This is an optimization exercise on Yosys and OpenROAD, whose aim is small area, not a production implementation.
In this exercise RTL edits were held to simulation tests only and were not proved equivalent to the original.
Power figures rest on the tool's default switching activity, not on a simulated workload.

== job 7154 ==
## sgd_top
module sgd_top (
    input  wire        clk,
    input  wire        rst_n,
    input  wire        start,
    input  wire [15:0] mini_batch_size,
    input  wire [15:0] number_of_samples,
    input  wire [15:0] number_of_epochs,
    input  wire [4:0]  step_shift,
    input  wire [31:0] sample_features,
    input  wire [31:0] sample_label,
    input  wire        sample_valid,
    output wire        sample_ready,
    output wire [31:0] x_out_data,
    output wire        x_out_valid,
    input  wire        x_out_ready,
    output wire        x_out_last,
    output wire        done
);
Settings: LEC_CHECK=0, CAP_MARGIN=20, CORE_MARGIN=2, CORE_UTILIZATION=65, SLEW_MARGIN=20; clock period 10.0 ns.
standard.sh (not shown) runs the stock make flow with config.mk's settings and CLKGATE_MAP_FILE= SYNTH_SCRIPT=/design/flow/synth_recipe.tcl, a recipe that flattens the netlist after the stock synthesis.
==> flow/flow/run.sh <==
#!/bin/bash
# The standard layout (standard.sh), with three changes:
#  - synthesis maps the logic with an area-oriented ABC script, and skips
#    the quick ABC pass before the full adders are extracted;
#  - ports are buffered with the smallest buffer;
#  - the clock tree uses small buffers and no dummy loads.
set -euo pipefail
W="$(cd "$(dirname "$0")/.." && pwd)"
cd "$W"
export FLOW_WORK="$W"
export FLOW_ABC_SCRIPT="$W/flow/abc_area.script"
bash standard.sh \
  SYNTH_SCRIPT="$W/flow/synth_area.tcl" SYNTH_ARGS=-noabc \
  BUFFER_PORTS_ARGS="-buffer_cell sky130_fd_sc_hd__buf_1" \
  CTS_ARGS="-sink_clustering_enable -repair_clock_nets -dont_use_dummy_load -buf_list sky130_fd_sc_hd__clkbuf_4 -sink_clustering_size 10 -sink_clustering_max_diameter 30" \
  finish > "$W/flow_make.log" 2>&1
==> flow/flow/abc_area.script <==
&get -n
&st
&dch
&nf -a
&st
&syn2
&if -g -K 6
&synch2
&nf -a
&st
&dch
&nf -a
&put
topo
stime -c
==> flow/flow/synth_area.tcl <==
# The standard synthesis (synth_recipe.tcl), with ABC's mapping of the
# logic aimed at area (abc_area.script beside this file) instead of delay.
# Registers, their names and their cells are those of the standard synthesis.
proc abc {args} {
  set i [lsearch -exact $args -script]
  if {$i >= 0} {
    lset args [expr {$i + 1}] $::env(FLOW_ABC_SCRIPT)
  }
  yosys abc {*}$args
}
source $::env(FLOW_WORK)/synth_recipe.tcl
In summary, job 7154 completed successfully, with a layout that passed the timing, design-rule and antenna checks.
Setup changes, job 7154 to job 9821
-- flow/flow/run.sh --
<<< job 7154, line 15
  CTS_ARGS="-sink_clustering_enable -repair_clock_nets -dont_use_dummy_load -buf_list sky130_fd_sc_hd__clkbuf_4 -sink_clustering_size 10 -sink_clustering_max_diameter 30" \
>>> job 9821, line 15
  CTS_ARGS="-sink_clustering_enable -repair_clock_nets -dont_use_dummy_load -buf_list sky130_fd_sc_hd__clkbuf_8 -sink_clustering_size 16 -sink_clustering_max_diameter 35" \
Findings:
Job 9821 ran to completion and came out clean on the timing, design-rule and antenna checks.
Job 7154 completed every stage of the flow, and the final layout passed the timing, design-rule and antenna checks.
In the reports for job 9821 and job 7154, the smaller wire length of the first global-routing pass belongs to job 9821.
Arrival time at the worst endpoint in job 9821 vs job 7154: down 0.09 ns
Relative to job 7154, the net switching fraction of the power of job 9821 is lower by 0.69 points.
Job 9821 -> job 7154: area taken by flip-flops and latches delta 0, exact match
Between job 9821 and job 7154, the difference in critical path's largest stage delay is negligible.
Job 7154 has a higher buffer and inverter count on the worst path than job 9821.
Comparing final critical delay including setup and external delays for job 9821 and job 7154, the bigger number came from job 9821.
The final worst-path setup slack in job 9821 sits 0.038 ns below the value recorded for job 7154.
Here is what was changed in the inputs of job 5375 compared with job 9821.
-- flow/flow/run.sh --
<<< job 9821, line 15
  CTS_ARGS="-sink_clustering_enable -repair_clock_nets -dont_use_dummy_load -buf_list sky130_fd_sc_hd__clkbuf_8 -sink_clustering_size 16 -sink_clustering_max_diameter 35" \
>>> job 5375, line 15
  CTS_ARGS="-sink_clustering_enable -repair_clock_nets -dont_use_dummy_load -buf_list sky130_fd_sc_hd__clkbuf_4 -sink_clustering_size 12 -sink_clustering_max_diameter 35" \
Job 5375 vs. job 9821: time the worst path needs with I/O delays and setup comparable; via total after detailed routing ~0 delta; met3 global-route usage held steady; worst endpoint required time has increased.
Re number of setup buffers added after CTS: no difference whatsoever between job 9821 and job 5375.
Job 9821 → job 5375: initial antenna violation count grew by 1; power after layout lower; sequential share of layout area saw an increase.
Compare job 9821 and job 5375 | met3 wire length higher: job 5375
Summary of job 5375 over job 9821: largest stage delay on the critical path neither gained nor lost much, relative contribution of the clock network to total power lower.

afterwards: timing with drivers on the ports:
In the flow no input, the clock included, has a driving cell. The finished layouts below were timed again as built, in two steps. Step 1 assumes that a clkbuf_16 drives the clock port and a buf_2 every other input. Step 2 times the ports against the registers' clock, not the clock port: input delays grow and output delays shrink by t, the midpoint of the rising clock arrivals with the driver on. Slacks: ideal ports / drivers / drivers and shift; pairs: ideal ports / drivers.
run	t, ns	setup WS [ns]	worst setup path at the end	cell pins on the clock port's net
job 7154	0.701	3.481 / 3.481 / 3.405	input to register	1
job 9821	0.603	3.442 / 3.442 / 3.382	input to register	1
job 5375	0.714	3.439 / 3.439 / 3.409	input to register	1
After both steps every run listed still meets setup and hold. For job 7154, which loses most, drivers alone change the setup slack by 0.000 ns; drivers and shift together by -0.076 ns.
